Background: an optimization exercise with open tools, aiming at small area, a short achievable clock period and few clock cycles per item. Do not read the settings as production practice.
Function not checked in this run: the RTL went through the layout flow alone.
Power is estimated from default activity; no workload was simulated.

==> design.v <==
package sfd_pkg;
   localparam logic [2:0] ACT_RX_BYTE  = 3'd0;
   localparam logic [2:0] ACT_LINE_IDLE = 3'd1;
   localparam logic [2:0] ACT_LOAD     = 3'd2;
   localparam logic [2:0] ACT_TX_START = 3'd3;
   localparam logic [2:0] ACT_TX_READY = 3'd4;
   localparam logic [1:0] KIND_NONE     = 2'd0;
   localparam logic [1:0] KIND_LINE     = 2'd1;
   localparam logic [1:0] KIND_PAYLOAD  = 2'd2;
   localparam logic [1:0] KIND_COMPLETE = 2'd3;
   localparam logic [7:0] MARK_PING  = 8'hA8;
   localparam logic [7:0] MARK_START = 8'hAE;
   localparam logic [7:0] MARK_END   = 8'hAB;
   typedef enum logic [3:0] {
      RX_HUNT  = 4'b0001,
      RX_LEN   = 4'b0010,
      RX_DATA  = 4'b0100,
      RX_CHECK = 4'b1000
   } rx_phase_type;
   typedef enum logic [2:0] {
      TX_LEN  = 3'b001,
      TX_DATA = 3'b010,
      TX_END  = 3'b100
   } tx_phase_type;
   typedef struct packed {
      logic [1:0] kind;
      logic [7:0] out_byte;
      logic [7:0] position;
      logic [7:0] packet_length;
      logic       tx_busy;
   } rsp_type;
endpackage
module sfd_ram #(
   parameter int WIDTH = 8,
   parameter int DEPTH = 8
) (
   input  logic             clock,
   input  logic             wr_en,
   input  logic [WIDTH-1:0] wr_data,
   output logic [WIDTH-1:0] tap
);
   logic [WIDTH-1:0] slot_ff [DEPTH];
   always_ff @(posedge clock) begin
      slot_ff[0] <= wr_en ? wr_data : slot_ff[DEPTH-1];
      for (int i = 1; i < DEPTH; i++) begin
         slot_ff[i] <= slot_ff[i-1];
      end
   end
   assign tap = slot_ff[DEPTH-1];
endmodule
import sfd_pkg::*;
module serial_packet_framer_deframer_core #(
   parameter int TX_BUFFER_DEPTH = 256
) (
   input  logic       clock,
   input  logic       reset,
   input  logic       req_valid,
   output logic       req_ready,
   input  logic [2:0] req_action,
   input  logic [7:0] req_byte_value,
   input  logic [7:0] req_load_index,
   input  logic [7:0] req_tx_length,
   output logic       rsp_valid,
   input  logic       rsp_ready,
   output logic [1:0] rsp_kind,
   output logic [7:0] rsp_out_byte,
   output logic [7:0] rsp_position,
   output logic [7:0] rsp_packet_length,
   output logic       rsp_tx_busy
);
   localparam int SL   = 8;                        
   localparam int NSEG = TX_BUFFER_DEPTH / SL;     
   localparam int NPQ  = 8;                        
   localparam logic [1:0] RXP_HUNT  = 2'd0;
   localparam logic [1:0] RXP_LEN   = 2'd1;
   localparam logic [1:0] RXP_DATA  = 2'd2;
   localparam logic [1:0] RXP_CHECK = 2'd3;
   localparam logic [1:0] TXP_LEN  = 2'd0;
   localparam logic [1:0] TXP_DATA = 2'd1;
   localparam logic [1:0] TXP_END  = 2'd2;
   logic [2:0]   phase_ff;                         
   logic [1:0]   rx_phase_ff, rx_phase_in;
   logic [7:0]   rx_count_ff, rx_count_in;
   logic [7:0]   rx_position_ff, rx_position_in;
   logic         tx_active_ff, tx_active_in;
   logic [1:0]   tx_phase_ff, tx_phase_in;
   logic [7:0]   tx_count_ff, tx_count_in;
   logic [7:0]   tx_position_ff, tx_position_in;
   logic [7:0]   head_ff [SL];
   logic [7:0]   win_ff  [SL];
   logic [NPQ-1:0] pq_valid_ff, pq_valid_in;
   logic [7:0]   pq_idx_ff  [NPQ];
   logic [7:0]   pq_data_ff [NPQ];
   logic         pq_room_ff;
   logic         out_valid_ff;
   sfd_pkg::rsp_type out_ff, rsp_in;
   logic         out_take;
   logic         accept;
   logic         act_rx, act_idle, act_load, act_start, act_ready;
   assign out_take  = !out_valid_ff || rsp_ready;
   assign req_ready = pq_room_ff && out_take;
   assign accept    = req_valid && req_ready && !reset;
   assign act_rx    = accept && (req_action == ACT_RX_BYTE);
   assign act_idle  = accept && (req_action == ACT_LINE_IDLE);
   assign act_load  = accept && (req_action == ACT_LOAD);
   assign act_start = accept && (req_action == ACT_TX_START);
   assign act_ready = accept && (req_action == ACT_TX_READY);
   logic         pos_in_head;
   logic [7:0]   rd_byte;
   assign pos_in_head = (tx_position_ff[7:3] == 5'd0);
   assign rd_byte     = pos_in_head ? head_ff[tx_position_ff[2:0]]
                                    : win_ff[tx_position_ff[2:0]];
   always_comb begin
      rx_phase_in    = rx_phase_ff;
      rx_count_in    = rx_count_ff;
      rx_position_in = rx_position_ff;
      tx_active_in   = tx_active_ff;
      tx_phase_in    = tx_phase_ff;
      tx_count_in    = tx_count_ff;
      tx_position_in = tx_position_ff;
      rsp_in         = '0;
      if (act_rx) begin
         unique case (rx_phase_ff)
            RXP_HUNT: begin
               if (req_byte_value == MARK_PING) begin
                  rsp_in.kind     = KIND_LINE;
                  rsp_in.out_byte = MARK_PING;
               end else if (req_byte_value == MARK_START) begin
                  rx_phase_in = RXP_LEN;
               end
            end
            RXP_LEN: begin
               rx_count_in    = req_byte_value;
               rx_position_in = 8'd0;
               rx_phase_in    = (req_byte_value == 8'd0) ? RXP_CHECK : RXP_DATA;
            end
            RXP_DATA: begin
               rsp_in.kind     = KIND_PAYLOAD;
               rsp_in.out_byte = req_byte_value;
               rsp_in.position = rx_position_ff;
               rx_position_in  = rx_position_ff + 8'd1;
               if (rx_position_in == rx_count_ff) begin
                  rx_phase_in = RXP_CHECK;
               end
            end
            default: begin
               rsp_in.kind          = KIND_COMPLETE;
               rsp_in.packet_length = rx_count_ff;
               rx_phase_in          = RXP_HUNT;
            end
         endcase
      end
      if (act_idle) begin
         rx_phase_in = RXP_HUNT;
      end
      if (act_start) begin
         tx_active_in    = 1'b1;
         tx_phase_in     = TXP_LEN;
         tx_count_in     = req_tx_length;
         tx_position_in  = 8'd0;
         rsp_in.kind     = KIND_LINE;
         rsp_in.out_byte = MARK_START;
      end
      if (act_ready && tx_active_ff) begin
         rsp_in.kind = KIND_LINE;
         unique case (tx_phase_ff)
            TXP_LEN: begin
               rsp_in.out_byte = tx_count_ff;
               tx_phase_in     = (tx_count_ff != 8'd0) ? TXP_DATA : TXP_END;
            end
            TXP_DATA: begin
               rsp_in.out_byte = rd_byte;
               tx_position_in  = tx_position_ff + 8'd1;
               if (tx_position_in == tx_count_ff) begin
                  tx_phase_in = TXP_END;
               end
            end
            default: begin
               rsp_in.out_byte = MARK_END;
               tx_active_in    = 1'b0;
            end
         endcase
      end
      rsp_in.tx_busy = tx_active_in;
   end
   logic [7:0]   tap [NSEG];
   logic         ring_wr_en;
   logic [4:0]   ring_wr_seg;
   logic [7:0]   ring_wr_data;
   assign tap[0] = 8'd0;
   for (genvar g = 1; g < NSEG; g++) begin : g_seg
      sfd_ram #(
         .WIDTH (8),
         .DEPTH (SL)
      ) u_seg (
         .clock   (clock),
         .wr_en   (ring_wr_en && (ring_wr_seg == 5'(g))),
         .wr_data (ring_wr_data),
         .tap     (tap[g])
      );
   end
   logic [4:0]   ref_seg_ff, ref_seg_in;
   logic         ref_own_ff, ref_own_in;           
   logic [7:0]   ref_data;
   logic [7:0]   nbase_in;
   logic [2:0]   phase_inc;
   assign phase_inc  = phase_ff + 3'd1;
   assign nbase_in   = (tx_position_in[7:3] == 5'd0) ? 8'd8 : tx_position_in + 8'd1;
   assign ref_seg_in = nbase_in[7:3] + {4'd0, (phase_inc < nbase_in[2:0])};
   assign ref_own_in = (tx_position_in[7:3] != 5'd0) && (phase_inc == tx_position_in[2:0]);
   logic         consume;
   assign consume = act_ready && tx_active_ff && (tx_phase_ff == TXP_DATA);
   logic [NPQ-1:0] pq_elig, pq_sel, pq_match, pq_hit;
   always_comb begin
      logic       found;
      logic [7:0] fwd;
      found        = 1'b0;
      fwd          = 8'd0;
      ring_wr_data = 8'd0;
      ring_wr_seg  = 5'd0;
      for (int q = 0; q < NPQ; q++) begin
         pq_elig[q]   = pq_valid_ff[q] && (pq_idx_ff[q][2:0] == phase_ff);
         pq_sel[q]    = pq_elig[q] && !found;
         found        = found || pq_elig[q];
         ring_wr_data = ring_wr_data | ({8{pq_sel[q]}} & pq_data_ff[q]);
         ring_wr_seg  = ring_wr_seg  | ({5{pq_sel[q]}} & pq_idx_ff[q][7:3]);
         pq_match[q]  = pq_valid_ff[q] && (pq_idx_ff[q] == req_load_index);
         pq_hit[q]    = pq_elig[q] && (pq_idx_ff[q][7:3] == ref_seg_ff);
         fwd          = fwd | ({8{pq_hit[q]}} & pq_data_ff[q]);
      end
      ring_wr_en = found;
      ref_data   = (|pq_hit) ? fwd : tap[ref_seg_ff];
   end
   logic         ring_load;
   assign ring_load = act_load && (req_load_index[7:3] != 5'd0);
   logic [NPQ-1:0] pq_alloc;
   logic [7:0]     pq_idx_in [NPQ];
   logic           pq_room_next;
   always_comb begin
      logic taken;
      taken        = 1'b0;
      pq_room_next = 1'b0;
      for (int q = 0; q < NPQ; q++) begin
         pq_alloc[q] = ring_load && !(|pq_match)
                       && (!pq_valid_ff[q] || pq_sel[q]) && !taken;
         taken       = taken || !pq_valid_ff[q] || pq_sel[q];
         pq_valid_in[q] = (pq_valid_ff[q] && !pq_sel[q])
                          || (ring_load && pq_match[q]) || pq_alloc[q];
         pq_idx_in[q]   = pq_alloc[q] ? req_load_index : pq_idx_ff[q];
         pq_room_next   = pq_room_next || !pq_valid_in[q]
                          || (pq_idx_in[q][2:0] == phase_ff + 3'd1);
      end
   end
   logic [7:0]   wbase;
   logic [7:0]   win_off;
   logic         load_in_win;
   assign wbase       = pos_in_head ? 8'd8 : tx_position_ff;
   assign win_off     = req_load_index - wbase;
   assign load_in_win = ring_load && (req_load_index >= wbase) && (win_off[7:3] == 5'd0);
   always_ff @(posedge clock) begin
      phase_ff   <= phase_inc;
      ref_seg_ff <= ref_seg_in;
      ref_own_ff <= ref_own_in;
      pq_room_ff <= pq_room_next;
      if (reset) begin
         out_valid_ff <= 1'b0;
      end else if (out_take) begin
         out_valid_ff <= accept;
      end
      if (out_take) begin
         out_ff <= rsp_in;
      end
      if (reset) begin
         rx_phase_ff  <= RXP_HUNT;
         tx_active_ff <= 1'b0;
      end else begin
         rx_phase_ff  <= rx_phase_in;
         tx_active_ff <= tx_active_in;
      end
      rx_count_ff    <= rx_count_in;
      rx_position_ff <= rx_position_in;
      tx_phase_ff    <= tx_phase_in;
      tx_count_ff    <= tx_count_in;
      tx_position_ff <= tx_position_in;
   end
   always_ff @(posedge clock) begin
      pq_valid_ff <= pq_valid_in;
      for (int q = 0; q < NPQ; q++) begin
         if ((ring_load && pq_match[q]) || pq_alloc[q]) begin
            pq_data_ff[q] <= req_byte_value;
         end
         pq_idx_ff[q] <= pq_idx_in[q];
      end
   end
   always_ff @(posedge clock) begin
      for (int i = 0; i < SL; i++) begin
         if (act_load && (req_load_index == 8'(i))) begin
            head_ff[i] <= req_byte_value;
         end
         if (load_in_win && (req_load_index[2:0] == 3'(i))) begin
            win_ff[i] <= req_byte_value;
         end else if ((phase_ff == 3'(i)) && (!ref_own_ff || consume)) begin
            win_ff[i] <= ref_data;
         end
      end
   end
   assign rsp_valid         = out_valid_ff;
   assign rsp_kind          = out_ff.kind;
   assign rsp_out_byte      = out_ff.out_byte;
   assign rsp_position      = out_ff.position;
   assign rsp_packet_length = out_ff.packet_length;
   assign rsp_tx_busy       = out_ff.tx_busy;
endmodule
==> run.sh <==
#!/bin/bash
# synth_recipe.tcl (not shown) runs the flow's synth.tcl, then flattens the netlist and writes it again
# the make line also repeats each setting of config.mk as NAME=value (left out here)
make -C /OpenROAD-flow-scripts/flow DESIGN_CONFIG=/design/flow/config.mk WORK_HOME=/design/flow/orfs CLKGATE_MAP_FILE= SYNTH_SCRIPT=/design/flow/synth_recipe.tcl finish
==> config.mk <==
export PLATFORM = sky130hd
export DESIGN_NAME = serial_packet_framer_deframer_core
export DESIGN_NICKNAME = serial_packet_framer_deframer_core
export VERILOG_FILES = /design/flow/design.v
export SDC_FILE = /design/flow/constraint.sdc
export NUM_CORES = 4
export LEC_CHECK = 0
export ABC_CLOCK_PERIOD_IN_PS = 2500
export CAP_MARGIN = 20
export CORE_MARGIN = 2
export CORE_UTILIZATION = 55
export SETUP_SLACK_MARGIN = 2.5
export SLEW_MARGIN = 20
==> constraint.sdc <==
create_clock -name core_clock -period 5.0 [get_ports {clock}]
set_input_delay 1.0000 -clock core_clock [delete_from_list [all_inputs] [get_ports {clock}]]
set_output_delay 1.0000 -clock core_clock [all_outputs]
set_load 0.01 [all_outputs]
==> run notes <==
==> what timing repair did <==
action	in CTS	in global routing
resized for setup	781	206
gates cloned	12	1
buffers inserted	183	66
pin swaps	157	116
endpoints found under the setup margin	620	597
hold buffers	0	0
==> stage by stage <==
step	total power, µW	util [%]
3_3_place_gp	19900	59.4
5_1_grt	36600	71.2
4_1_cts	35700	69.9
3_5_place_dp	19900	59.4
6_report	35600	71.2
2_1_floorplan	19600	-
==> synth_stat cells (all sizes together) (2+ instances only) <==
cell / n
a21oi: 62
or4: 4
nand2: 130
dfxtp: 2040
edfxtp: 283
mux2i: 39
a222oi: 26
or2: 6
nor2b: 22
a221o: 2
a21o: 11
clkbuf: 99
a22oi: 75
o21a: 2
o31ai: 2
a211oi: 7
a31oi: 5
nand4b: 3
o21ai: 40
or3b: 3
buf: 21
o211ai: 16
mux2: 287
nor3b: 3
a32oi: 4
nand2b: 16
and3: 15
a22o: 60
o211a: 2
nand3b: 6
nor2: 157
ha: 30
xnor2: 142
and2: 20
or3: 6
a221oi: 72
and4: 6
nor3: 35
xor2: 42
nand4: 38
inv: 35
nor4: 29
nor4b: 3
nand3: 75
==> metal layers <==
metal  global-route usage (%)  routed length (µm)
met5                        0                  10
met4                     8.41                4430
met3                     4.39                9970
met2                     37.4               63900
met1                     38.0               70000
==> registers in the layout (all words and copies together), names as in the netlist, 27 cells and up <==
signal / cells
g_seg.u_seg.slot_ff: 1984
head_ff: 64
out_ff: 27
pq_data_ff: 64
pq_idx_ff: 64
win_ff: 64
==> final timing paths <==
kind | endpoint | cells after the start | startpoint | slack [ns]
max | ref_seg_ff[4] | 18 | tx_position_ff[0] | 1.37
min | g_seg[21].u_seg.slot_ff[7][2] | 0 | g_seg[21].u_seg.slot_ff[6][2] | 0.30
max reg2reg | ref_seg_ff[4] | 18 | tx_position_ff[0] | 1.37
min reg2reg | g_seg[21].u_seg.slot_ff[7][2] | 0 | g_seg[21].u_seg.slot_ff[6][2] | 0.30
==> logic make-up after synthesis <==
family	synth area share, %
muxes	5.95
and+or+nand+nor	4.61
DFF	80.4
xor gates and xnor gates	2.62
AOI/OAI and AO/OA	4.84
adders and majority gates	0.611
buffers and inverters	0.997
==> power by group through the flow <==
stage	Sequential, µW	Clock (µW)	Combinational (µW)
global route	19000	16800	865
global placement	19400	0	528
CTS	19000	16000	768
floorplan	19400	0	264
finish	19000	15800	836
detailed placement	19400	0	531
==> area by class of cell <==
cell class | instances | area (µm²)
Fill cell | 7198 | 31900
Tap cell | 1488 | 1860
Clock buffer | 285 | 5810
Clock inverter | 85 | 1090
Timing Repair Buffer | 502 | 5400
Inverter | 35 | 143
Antenna cell | 1 | 2.50
Multi-Input combinational cell | 1515 | 15100
Sequential cell | 2323 | 49400
==> worst register-to-register path, stage by stage (launching register included) <==
cell                      delay, ns
sky130_fd_sc_hd__dfxtp_4       0.42
sky130_fd_sc_hd__ha_4          0.20
sky130_fd_sc_hd__nand3_1       0.10
sky130_fd_sc_hd__xnor2_1       0.40
sky130_fd_sc_hd__o21ai_2       0.11
sky130_fd_sc_hd__or3_4         0.39
sky130_fd_sc_hd__or3_4         0.41
sky130_fd_sc_hd__nand2_4       0.08
sky130_fd_sc_hd__ha_4          0.19
sky130_fd_sc_hd__a21o_1        0.18
sky130_fd_sc_hd__a21oi_2       0.12
sky130_fd_sc_hd__ha_2          0.21
sky130_fd_sc_hd__ha_4          0.14
sky130_fd_sc_hd__inv_2         0.04
sky130_fd_sc_hd__nor2_2        0.07
sky130_fd_sc_hd__nand3_1       0.07
sky130_fd_sc_hd__o21ai_1       0.14
sky130_fd_sc_hd__a31oi_1       0.06
sky130_fd_sc_hd__xnor2_1       0.20
==> run notes <==
### Status
* no timing/DRC/antenna violations — result of the run

### Global route
* 4 — initial antenna violation count
* 0 — leftover overflow at the end of global routing
* 213 mm — first-pass GRT wire length
* 25.4% — total global routing track utilization
* 32,100 — vias in the first global route
* 32 — maximum number of pins on one net before global-route repair

### Timing
* 0 — final hold violations
* true — setup repair after global routing missed its margin
* 276 MHz — timing-limited maximum frequency
* 0 — max-slew violation count
* 1.37 ns — final worst slack
* 0 — Final setup violation count
* 40.1% — Relative slew margins
* 0 ns — summed negative setup slack over all endpoints
* 3.63 ns — Tmin final
* 0.303 ns — smallest hold slack
* 72.6% — post-route clock period utilization
* 0.899 ns — transition time at the pin with the least slew margin
* 0.0259 ns — maximum clock skew at final layout

### Yosys
* sky130_fd_sc_hd__dfxtp_1 — most used flip-flop cell after synthesis
* 66.5% — Synth top area share
* 61,400 µm² — post-synthesis cell area
* 0% — fraction of registers with async set or reset after synthesis
* 65 — number of distinct standard cells referenced by the synthesized netlist
* 15.4 µm² — average cell area after synthesis
* 4,050 — syn nets
* 283 — number of flops mapped to enable cells by yosys
* 3,989 — number of standard cells after synthesis
* sky130_fd_sc_hd__dfxtp_1 — biggest area consumer among synthesized cells
* 15 — number of warning messages in the yosys log
* sky130_fd_sc_hd__dfxtp_1 67%, sky130_fd_sc_hd__edfxtp_1 14%, sky130_fd_sc_hd__mux2_2 5.1% — cells taking the most area after synthesis
* 2,323 — flip-flop and latch count after synthesis
* 80.4% — post-synthesis sequential area ratio

### Clock tree
* sky130_fd_sc_hd__clkbuf_16 — clock root cell
* 0.80 ns — clock latency of the later-clocked register in the worst-skew pair
* 2,323 — number of sinks driven by the clock tree
* 3 — Longest Clk Path Bufs
* 4 — CTS HTree Levels
* 0.07 ns — clock transition at the registers of the reported paths
* 205 — number of clock buffers inserted by TritonCTS
* yes — CTS tree

### Detailed routing
* 0 — number of design rule violations left after detail routing
* 148 mm — Final Routed Wirelength
* 2,681 — 1st-iter DRT viols
* 23.8 µm — average wire per cell in the routed design
* 32,800 — number of vias in the routed layout
* 10 — Pre-antenna DRT Iters
* 0 — number of nets with antenna violations after routing
* 5.26 — via-per-instance ratio

### Critical path
* 8 — largest fanout on the critical path
* ha_4 -> nand3_1 -> xnor2_1 -> o21ai_2 -> or3_4 -> or3_4 -> nand2_4 -> ha_4 -> a21o_1 -> a21oi_2 -> ha_2 -> ha_4 -> inv_2 -> nor2_2 -> nand3_1 -> o21ai_1 -> a31oi_1 -> xnor2_1 — critical-path cell list
* register — Worst setup EP type
* sky130_fd_sc_hd__dfxtp_4 — Critical Path Slowest Stage Cell
* register — category of the worst setup path launch point
* register to register — Setup Crit Path Kind
* 5.69 ns — Worst EP required
* 0.42 ns — largest incremental delay on the critical path
* sky130_fd_sc_hd__ha_4 — dominant cell type by count on the critical path
* 4.32 ns — data arrival time of the worst path
* simple AND/OR/NAND/NOR gates — family of cells with the greatest summed delay on the critical path
* 1 — buffers plus inverters on the worst setup path

### Placement
* 90.5 mm — detailed placer's ending HPWL
* 65,700 µm² — area of placed instances
* 5,601 — dpl cells
* 0.106 ns — pre-CTS setup slack
* 59 — Buffers on Ports
* 0.856 — routability-driven placement congestion ratio

### Pwr
* 7260 µW — net switching power of the design
* 452 nW/µm² — P per Cell Area
* 44.3% — proportion of power drawn by the clock network
* 28,300 µW — total internal power
* 0.390 mV — maximum VDD drop
* 2.4% — share of total power in combinational logic
* 53.3% — power share of the sequential group
* 20.4% — Switching Fraction
* 0.0310 µW — leakage power summed over all cells

### Hold path
* register to register — min-delay worst type

### Job
* 0 — number of max-cap violations

### Floorplan
* 338 µm — Die Span Y
* 338 µm — Chip Width
* 55.5% — initial standard-cell utilization of the core
* 122 — row cnt
* 60 — Ports
* 111,000 µm² — placeable core area
* 114,000 µm² — die area

### Final layout
* 4,643 — net total in the final layout
* 28.4% — area overhead of the layout relative to synthesis
* 2,021 x sky130_fd_sc_hd__dfxtp_1, 283 x sky130_fd_sc_hd__edfxtp_1, 246 x sky130_fd_sc_hd__mux2_4 — commonest non-fill, non-tap cells in the layout
* 31.3% — fraction of final layout cells sized beyond drive strength 1
* sky130_fd_sc_hd__dfxtp_1 — commonest non-fill, non-tap cell in the layout
* 78,800 µm² — final design area excluding fillers
* 6,234 — non-filler cells, final

==> afterwards: timing with drivers on the ports <==
In the flow no input, the clock included, has a driving cell. The finished layout below was timed again as built, in two steps.
Step 1 (the two cells are an assumption about what drives the block):
set clk [get_ports {clock}]
set_driving_cell -lib_cell sky130_fd_sc_hd__clkbuf_16 $clk
set_driving_cell -lib_cell sky130_fd_sc_hd__buf_2 [delete_from_list [all_inputs] $clk]
Step 2 moves the port delays by t, midway between the first and last clock arrival at a register: inputs arrive t later, outputs are due t later. That takes back most of the time a late clock gives input paths.
Three values: no drivers, after step 1, after step 2; two values: the first two.
shift t [ns]: 0.855
setup slack, ns: 1.371 / 1.371 / 0.563
worst hold slack (ns): 0.303 / 0.303 / 0.303
worst setup path at the end: input to register
worst register clock-pin slew, ns: 0.07 / 0.07
After both steps setup and hold are still met in this run. For this run, drivers alone change the setup slack by 0.000 ns; drivers and shift together by -0.808 ns.
